What follows belongs to an exercise in optimizing a design on an open flow for small area; a production flow would make more cautious choices.
In this exercise RTL edits were held to simulation tests only and were not proved equivalent to the original.
No activity file was given, so power comes from the tool's default toggle rates.

## alpha
==> flow/design.v (excerpt) <==
module reg_file_2r1w #(
  parameter int DATA_WIDTH = 32,
  parameter int ADDR_WIDTH = 5,
  parameter int ZERO_REG   = 1
) (
  input  logic                  CLK,
  input  logic                  RST,
  input  logic                  READ,
  input  logic                  WRITE,
  input  logic [ADDR_WIDTH-1:0] ADDR_R1,
  input  logic [ADDR_WIDTH-1:0] ADDR_R2,
  input  logic [ADDR_WIDTH-1:0] ADDR_W,
  input  logic [DATA_WIDTH-1:0] DATA_W,
  output logic [DATA_WIDTH-1:0] DATA_R1,
  output logic [DATA_WIDTH-1:0] DATA_R2,
  output logic                  RD_VALID
);
  localparam int DEPTH = 1 << ADDR_WIDTH;
  logic [DATA_WIDTH-1:0] mem_reg  [1:DEPTH-1];
  logic [DATA_WIDTH-1:0] mem_next [1:DEPTH-1];
  logic [DEPTH-1:1]      wsel;       
  logic [DEPTH-1:1]      wr_row;     
  logic [DEPTH-1:1]      hold_row;   
  logic                  rd_en;      
  logic                  rd_hold;    
  assign rd_en   = READ & ~RST;
  assign rd_hold = ~READ & ~RST;
  genvar gi, gb;
  generate
    for (gi = 1; gi < DEPTH; gi++) begin : gen_row
      assign wsel[gi]     = WRITE & (ADDR_W == gi);
      assign wr_row[gi]   = wsel[gi] & ~RST;
      assign hold_row[gi] = ~wsel[gi] & ~RST;
      for (gb = 0; gb < DATA_WIDTH; gb++) begin : gen_bit
        rf_ao22 u_nx (.a(mem_reg[gi][gb]), .b(hold_row[gi]),
                      .c(DATA_W[gb]), .d(wr_row[gi]), .y(mem_next[gi][gb]));
      end
      always_ff @(posedge CLK) begin
        mem_reg[gi] <= mem_next[gi];
      end
    end
  endgenerate
  logic [ADDR_WIDTH-1:0] rd_addr [2];
  logic [DATA_WIDTH-1:0] rd_data [2];
  assign rd_addr[0] = ADDR_R1;
  assign rd_addr[1] = ADDR_R2;
  generate
    for (gi = 0; gi < 2; gi++) begin : gen_rd_port
      logic [31:0]           sel;      
      logic [DATA_WIDTH-1:0] data_r_reg;
      logic [DATA_WIDTH-1:0] data_r_next;
      for (genvar i = 1; i < DEPTH; i++) begin : gen_dec
        assign sel[i-1] = rd_en & (rd_addr[gi] == i);
      end
      assign sel[31] = rd_hold;                   
      for (gb = 0; gb < DATA_WIDTH; gb++) begin : gen_bit
        logic [31:0] v;
        for (genvar i = 1; i < DEPTH; i++) begin : gen_v
          assign v[i-1] = mem_next[i][gb];
        end
  ...
Settings: LEC_CHECK=0, CAP_MARGIN=20, CORE_MARGIN=2, CORE_UTILIZATION=60, CTS_BUF_LIST=sky130_fd_sc_hd__clkbuf_4 sky130_fd_sc_hd__clkbuf_8, SLEW_MARGIN=20, SYNTH_HIERARCHICAL=1, SYNTH_MINIMUM_KEEP_SIZE=0; clock period 5.0 ns.
run.sh (not shown) runs the stock make flow with config.mk's settings and CLKGATE_MAP_FILE= SYNTH_SCRIPT=/design/flow/synth_recipe.tcl, a recipe that flattens the netlist after the stock synthesis.
alpha finished end to end and its layout was clean on timing, DRC and antenna.
[inputs] delta vs alpha
- CORE_UTILIZATION: 60 -> 45
- CTS_BUF_LIST: sky130_fd_sc_hd__clkbuf_4 sky130_fd_sc_hd__clkbuf_8 -> unset
- CAP_MARGIN: 20 -> 10
- SLEW_MARGIN: 20 -> 10
==> flow/flow/run.sh (new file) <==
#!/bin/bash
# Layout flow: the standard ORFS flow (standard.sh) with
#  - a leaner clock tree: clkbuf_8 only, sink clusters of at most 16 flops
#    within 60 um, no dummy balancing loads;
#  - the smallest buffer (buf_1) as the port buffer on every input and
#    output (the resizer may still upsize it).
# Every tool's log stays under orfs/logs; this script's own output goes to
# standard_run.log.
set -o pipefail
export CTS_ARGS="-sink_clustering_enable -repair_clock_nets -dont_use_dummy_load -buf_list {sky130_fd_sc_hd__clkbuf_8} -sink_clustering_size 16 -sink_clustering_max_diameter 60"
export BUFFER_PORTS_ARGS="-buffer_cell sky130_fd_sc_hd__buf_1"
bash standard.sh > standard_run.log 2>&1
==> flow/standard.sh (new file) <==
#!/bin/bash
# synth_recipe.tcl (not shown) runs the flow's synth.tcl, then flattens the netlist and writes it again
# the make line also repeats each setting of config.mk as NAME=value (left out here)
make -C /OpenROAD-flow-scripts/flow DESIGN_CONFIG=/design/flow/config.mk WORK_HOME=/design/flow/orfs CLKGATE_MAP_FILE= SYNTH_SCRIPT=/design/flow/synth_recipe.tcl "${@:-finish}"
removed: flow/run.sh
Results
Non-clock buffer share of cell area was higher in alpha than in delta.
Met1 layer usage reported by global route: delta < alpha
Against alpha, delta comes in 80 ps lower on clock network latency to the later pin of the worst-skew pair.
Against alpha, delta reports a initial antenna violation count that is higher.
alpha → delta: net switching share of the total power increased 1.3 points; proportion of power drawn by combinational gates increased 1.0 points; worst path required time essentially unchanged; met2 routing resource usage after global routing decreased 11 points.
Going from alpha to delta, placed wire-length estimate after detailed placement grows by 7.2%.
alpha -> delta: routed via count divided by cell count decreased by a few percent

==> separate check: timing with driven ports <==
No port has a modelled driver above. Below, the same layouts with a new extraction and two added sets of constraints. Step 1 sets driving cells, clkbuf_16 on the clock port and buf_2 on the other inputs (assumed; they add their load-dependent delay and slew). Step 2 moves the port delays by t, midway between the first and last clock arrival at a register: inputs arrive t later, outputs are due t later. That takes back most of the time a late clock gives input paths. Slacks: ideal / step 1 / step 2; pairs: ideal / step 1.
run | shift t [ns] | setup slack, ns | latest minus earliest clock arrival (ns) | worst data-port slew with drivers (ns) | cell pins on the clock port's net
alpha | 0.882 | 0.760 / 0.797 / -0.085 | 0.048 / 0.048 | 0.10 | 1
delta | 0.793 | 0.973 / 0.996 / 0.203 | 0.084 / 0.084 | 0.27 | 1
Met with ideal ports but missed after step 2: setup timing in alpha. The setup slack of alpha, which loses most, moves by +0.037 ns with the drivers and by -0.845 ns with both steps.
